Source: an optimization exercise on an open RTL-to-GDS flow (aim: small area). Production flows keep margins and buffers that such runs may drop. The RTL was checked by simulation tests, not by an equivalence proof against the original design. Power figures rest on the tool's default switching activity, not on a simulated workload.

==> module rf_o22ai, before the edit <==
module rf_o22ai (input logic a1, a2, b1, b2, output logic y);    assign y = ~((a1 | a2) & (b1 | b2));            endmodule
==> module rf_a21o, before the edit <==
module rf_a21o  (input logic a1, a2, b1, output logic y);        assign y = (a1 & a2) | b1;                      endmodule
==> module rf_dec5_row_n, before the edit <==
module rf_dec5_row_n (
    input  logic [4:0]  a,
    input  logic        en,
    output logic [31:1] y_n
);
    logic [4:0] an;
    logic [3:0] lo;
    logic [7:0] hi;
    for (genvar i = 0; i < 5; i++) begin : g_inv
        rf_inv u_inv (.a(a[i]), .y(an[i]));
    end
    for (genvar k = 0; k < 4; k++) begin : g_lo
        rf_nor2 u_lo (.a(k[1] ? an[1] : a[1]), .b(k[0] ? an[0] : a[0]), .y(lo[k]));
    end
    for (genvar m = 0; m < 8; m++) begin : g_hi
        rf_and4 u_hi (.a(en), .b(m[2] ? a[4] : an[4]), .c(m[1] ? a[3] : an[3]),
                      .d(m[0] ? a[2] : an[2]), .y(hi[m]));
    end
    for (genvar r = 1; r < 32; r++) begin : g_y
        rf_nand2 u_y (.a(lo[r % 4]), .b(hi[r / 4]), .y(y_n[r]));
    end
endmodule
==> module regfile_mp_sb, before the edit <==
module regfile_mp_sb (
    input  logic         clk,
    input  logic         aresetn,
    input  logic [9:0]   rd_addr,
    output logic [63:0]  rd_data,
    output logic [1:0]   rd_busy,
    input  logic         rsv_en,
    input  logic [4:0]   rsv_addr,
    output logic         rsv_ready,
    input  logic [1:0]   wr_en,
    input  logic [9:0]   wr_addr,
    input  logic [63:0]  wr_data,
    output logic         sb_err
);
    logic [31:0]  regs_q [1:31];
    logic [1:0]   pcnt_q [1:31];
    logic         init_q;
    logic         sb_err_q;
    logic [31:1]  w0, w1, rs0, rs1, rv, rv_en, busy, pc1, pc0, uf;
    logic [31:1]  wsel0_n, whold, nany, two, w1n;
    logic [31:0]  wd0_n, wd1_n;
    logic         uf_any, rsv_c1, rsv_c0;
    rf_dec5 u_dec_w0 (.a(wr_addr[4:0]), .en(wr_en[0]), .y(w0));
    rf_dec5_row_n u_dec_w1 (.a(wr_addr[9:5]), .en(wr_en[1]), .y_n(w1n));
    rf_dec5_row u_dec_r0 (.a(rd_addr[4:0]), .en(init_q),   .y(rs0));
    rf_dec5_row u_dec_r1 (.a(rd_addr[9:5]), .en(init_q),   .y(rs1));
    rf_dec5 u_dec_rv (.a(rsv_addr),     .en(1'b1),     .y(rv));
    for (genvar b = 0; b < 32; b++) begin : g_wd
        rf_inv u_wd0 (.a(wr_data[b]),    .y(wd0_n[b]));
        rf_inv u_wd1 (.a(wr_data[32+b]), .y(wd1_n[b]));
    end
    for (genvar r = 1; r < 32; r++) begin : g_reg
        logic [31:0] nxt;
        logic [1:0]  cnt_d;
        rf_inv   u_w1    (.a(w1n[r]), .y(w1[r]));
        rf_nor2  u_nany  (.a(w0[r]), .b(w1[r]), .y(nany[r]));
        rf_and2  u_hold  (.a(nany[r]), .b(init_q), .y(whold[r]));
        rf_nand2 u_sel0  (.a(w0[r]), .b(w1n[r]), .y(wsel0_n[r]));
        rf_and2  u_two   (.a(w0[r]), .b(w1[r]), .y(two[r]));
        rf_and2  u_inc   (.a(rv[r]), .b(rsv_en), .y(rv_en[r]));
        for (genvar b = 0; b < 32; b++) begin : g_bit
            logic wd;
            rf_o22ai u_wd (
                .a1 (w1n[r]),     .a2 (wd1_n[b]),
                .b1 (wsel0_n[r]), .b2 (wd0_n[b]),
                .y  (wd)
            );
            rf_a21o  u_nx (.a1(whold[r]), .a2(regs_q[r][b]), .b1(wd), .y(nxt[b]));
        end
        always_ff @(posedge clk) begin
            regs_q[r] <= nxt;
        end
        rf_pend_ctr u_ctr (
            .cnt       (pcnt_q[r]),
            .inc       (rv_en[r]),
            .nany      (nany[r]),
            .two       (two[r]),
            .cnt_d     (cnt_d),
            .underflow (uf[r])
        );
        always_ff @(posedge clk or negedge aresetn) begin
            if (!aresetn) pcnt_q[r] <= '0;
            else          pcnt_q[r] <= cnt_d;
        end
        rf_or2  u_busy (.a(pcnt_q[r][1]), .b(pcnt_q[r][0]), .y(busy[r]));
        assign pc1[r] = pcnt_q[r][1];
        assign pc0[r] = pcnt_q[r][0];
    end
    for (genvar b = 0; b < 32; b++) begin : g_rd
        logic [31:1] col;
        for (genvar r = 1; r < 32; r++) begin : g_col
            assign col[r] = regs_q[r][b];
        end
        rf_rd_bit u_rd0 (.sel(rs0), .d(col), .y(rd_data[b]));
        rf_rd_bit u_rd1 (.sel(rs1), .d(col), .y(rd_data[32+b]));
    end
    rf_rd_bit u_busy0 (.sel(rs0), .d(busy), .y(rd_busy[0]));
    rf_rd_bit u_busy1 (.sel(rs1), .d(busy), .y(rd_busy[1]));
    rf_rd_bit u_sat1  (.sel(rv),  .d(pc1),  .y(rsv_c1));
    rf_rd_bit u_sat0  (.sel(rv),  .d(pc0),  .y(rsv_c0));
    rf_nand2  u_ready (.a(rsv_c1), .b(rsv_c0), .y(rsv_ready));
    assign uf_any = |uf;
    always_ff @(posedge clk or negedge aresetn) begin
        if (!aresetn) init_q <= 1'b0;
        else          init_q <= 1'b1;
    end
    always_ff @(posedge clk or negedge aresetn) begin
        if (!aresetn) sb_err_q <= 1'b0;
        else          sb_err_q <= sb_err_q | uf_any;
    end
    assign sb_err = sb_err_q;
endmodule
clock: 7.0 ns
lec_check: 0
cap_margin: 20
cell_pad_in_sites_detail_placement: 1
core_margin: 2
core_utilization: 50
place_density: 0.55
slew_margin: 20
synth_hierarchical: 1
standard.sh (not shown) runs the stock make flow with config.mk's settings and CLKGATE_MAP_FILE= SYNTH_SCRIPT=/design/flow/synth_recipe.tcl, a recipe that flattens the netlist after the stock synthesis.
==> flow/flow/run.sh <==
#!/bin/bash
# Layout flow: the standard ORFS flow (standard.sh, unchanged synthesis), with two
# settings the standard flow does not expose:
#  - ports are buffered with the smallest buffer cell instead of the default delay cell;
#  - the clock tree is built from clkbuf_4 buffers (8 registers per leaf) without dummy balancing loads.
# Every port still gets its own buffer, and the clock still reaches every register
# through the clock tree.
set -euo pipefail
export BUFFER_PORTS_ARGS="-buffer_cell sky130_fd_sc_hd__buf_1"
export CTS_ARGS="-sink_clustering_enable -repair_clock_nets -dont_use_dummy_load -buf_list {sky130_fd_sc_hd__clkbuf_4} -sink_clustering_size 8 -sink_clustering_max_diameter 50"
bash standard.sh > standard.log 2>&1
Then changed:
--- a/flow/design.v
+++ b/flow/design.v
@@ -12,14 +12,12 @@
 module rf_and2  (input logic a, b, output logic y);              assign y = a & b;                               endmodule
 module rf_and4  (input logic a, b, c, d, output logic y);        assign y = a & b & c & d;                       endmodule
 module rf_or2   (input logic a, b, output logic y);              assign y = a | b;                               endmodule
 module rf_or3   (input logic a, b, c, output logic y);           assign y = a | b | c;                           endmodule
 module rf_o21ai (input logic a1, a2, b1, output logic y);        assign y = ~((a1 | a2) & b1);                   endmodule
 module rf_o22a  (input logic a1, a2, b1, b2, output logic y);    assign y = (a1 | a2) & (b1 | b2);               endmodule
-module rf_o22ai (input logic a1, a2, b1, b2, output logic y);    assign y = ~((a1 | a2) & (b1 | b2));            endmodule
-module rf_a21o  (input logic a1, a2, b1, output logic y);        assign y = (a1 & a2) | b1;                      endmodule
 module rf_aoi222(input logic a1, a2, b1, b2, c1, c2, output logic y);
     assign y = ~((a1 & a2) | (b1 & b2) | (c1 & c2));
 endmodule
 module rf_pend_ctr (
     input  logic [1:0] cnt,
     input  logic       inc,
@@ -102,34 +100,12 @@
                       .d(m[0] ? a[2] : an[2]), .y(hi[m]));
     end
     for (genvar r = 1; r < 32; r++) begin : g_y
         rf_and2 u_y (.a(lo[r % 4]), .b(hi[r / 4]), .y(y[r]));
     end
 endmodule
-module rf_dec5_row_n (
-    input  logic [4:0]  a,
-    input  logic        en,
-    output logic [31:1] y_n
-);
-    logic [4:0] an;
-    logic [3:0] lo;
-    logic [7:0] hi;
-    for (genvar i = 0; i < 5; i++) begin : g_inv
-        rf_inv u_inv (.a(a[i]), .y(an[i]));
-    end
-    for (genvar k = 0; k < 4; k++) begin : g_lo
-        rf_nor2 u_lo (.a(k[1] ? an[1] : a[1]), .b(k[0] ? an[0] : a[0]), .y(lo[k]));
-    end
-    for (genvar m = 0; m < 8; m++) begin : g_hi
-        rf_and4 u_hi (.a(en), .b(m[2] ? a[4] : an[4]), .c(m[1] ? a[3] : an[3]),
-                      .d(m[0] ? a[2] : an[2]), .y(hi[m]));
-    end
-    for (genvar r = 1; r < 32; r++) begin : g_y
-        rf_nand2 u_y (.a(lo[r % 4]), .b(hi[r / 4]), .y(y_n[r]));
-    end
-endmodule
 module regfile_mp_sb (
     input  logic         clk,
     input  logic         aresetn,
     input  logic [9:0]   rd_addr,
     output logic [63:0]  rd_data,
     output logic [1:0]   rd_busy,
@@ -143,44 +119,38 @@
 );
     logic [31:0]  regs_q [1:31];
     logic [1:0]   pcnt_q [1:31];
     logic         init_q;
     logic         sb_err_q;
     logic [31:1]  w0, w1, rs0, rs1, rv, rv_en, busy, pc1, pc0, uf;
-    logic [31:1]  wsel0_n, whold, nany, two, w1n;
-    logic [31:0]  wd0_n, wd1_n;
+    logic [31:1]  wsel0, whold, nany, two, w1n;
     logic         uf_any, rsv_c1, rsv_c0;
     rf_dec5 u_dec_w0 (.a(wr_addr[4:0]), .en(wr_en[0]), .y(w0));
-    rf_dec5_row_n u_dec_w1 (.a(wr_addr[9:5]), .en(wr_en[1]), .y_n(w1n));
+    rf_dec5_row u_dec_w1 (.a(wr_addr[9:5]), .en(wr_en[1]), .y(w1));
     rf_dec5_row u_dec_r0 (.a(rd_addr[4:0]), .en(init_q),   .y(rs0));
     rf_dec5_row u_dec_r1 (.a(rd_addr[9:5]), .en(init_q),   .y(rs1));
     rf_dec5 u_dec_rv (.a(rsv_addr),     .en(1'b1),     .y(rv));
-    for (genvar b = 0; b < 32; b++) begin : g_wd
-        rf_inv u_wd0 (.a(wr_data[b]),    .y(wd0_n[b]));
-        rf_inv u_wd1 (.a(wr_data[32+b]), .y(wd1_n[b]));
-    end
     for (genvar r = 1; r < 32; r++) begin : g_reg
-        logic [31:0] nxt;
+        logic [31:0] nxt_n;
         logic [1:0]  cnt_d;
-        rf_inv   u_w1    (.a(w1n[r]), .y(w1[r]));
         rf_nor2  u_nany  (.a(w0[r]), .b(w1[r]), .y(nany[r]));
         rf_and2  u_hold  (.a(nany[r]), .b(init_q), .y(whold[r]));
-        rf_nand2 u_sel0  (.a(w0[r]), .b(w1n[r]), .y(wsel0_n[r]));
+        rf_inv   u_w1n   (.a(w1[r]), .y(w1n[r]));
+        rf_and2  u_sel0  (.a(w0[r]), .b(w1n[r]), .y(wsel0[r]));
         rf_and2  u_two   (.a(w0[r]), .b(w1[r]), .y(two[r]));
         rf_and2  u_inc   (.a(rv[r]), .b(rsv_en), .y(rv_en[r]));
         for (genvar b = 0; b < 32; b++) begin : g_bit
-            logic wd;
-            rf_o22ai u_wd (
-                .a1 (w1n[r]),     .a2 (wd1_n[b]),
-                .b1 (wsel0_n[r]), .b2 (wd0_n[b]),
-                .y  (wd)
+            rf_aoi222 u_wm (
+                .a1 (w1[r]),    .a2 (wr_data[32+b]),
+                .b1 (wsel0[r]), .b2 (wr_data[b]),
+                .c1 (whold[r]), .c2 (regs_q[r][b]),
+                .y  (nxt_n[b])
             );
-            rf_a21o  u_nx (.a1(whold[r]), .a2(regs_q[r][b]), .b1(wd), .y(nxt[b]));
         end
         always_ff @(posedge clk) begin
-            regs_q[r] <= nxt;
+            regs_q[r] <= ~nxt_n;
         end
         rf_pend_ctr u_ctr (
             .cnt       (pcnt_q[r]),
             .inc       (rv_en[r]),
             .nany      (nany[r]),
             .two       (two[r]),
The changed run finished clean.
Sequential power barely changes.
Via count falls by 1.2%.
Final cell count decreases by 1.2%.
Clock-buffer cell count climbs by 4.
Register-to-register slack gets better by 0.09 ns.
Worst hold slack is better by 0.24 ns.
Routed wire length decreases by 2.3%.
Core utilization goes down by 0.40 points.
Synthesized area stays flat.

==> what the ideal ports hide <==
Ports are ideal in the flow. The routed layouts listed here were re-timed in OpenROAD. Step 1 assumes that a clkbuf_16 drives the clock port and a buf_2 every other input. Step 2 times the ports against the registers' clock, not the clock port: input delays grow and output delays shrink by t, the midpoint of the rising clock arrivals with the driver on. Slacks: ideal / step 1 / step 2; pairs: ideal / step 1.
| run | shift t [ns] | setup slack, ns | worst hold slack (ns) |
|---|---|---|---|
| the first run | 1.193 | 0.664 / 0.592 / 0.954 | 0.158 / 0.109 / 0.484 |
| the second run | 1.250 | 0.708 / 0.634 / 0.937 | 0.402 / 0.355 / 0.518 |
After both steps setup and hold are still met in every run listed.
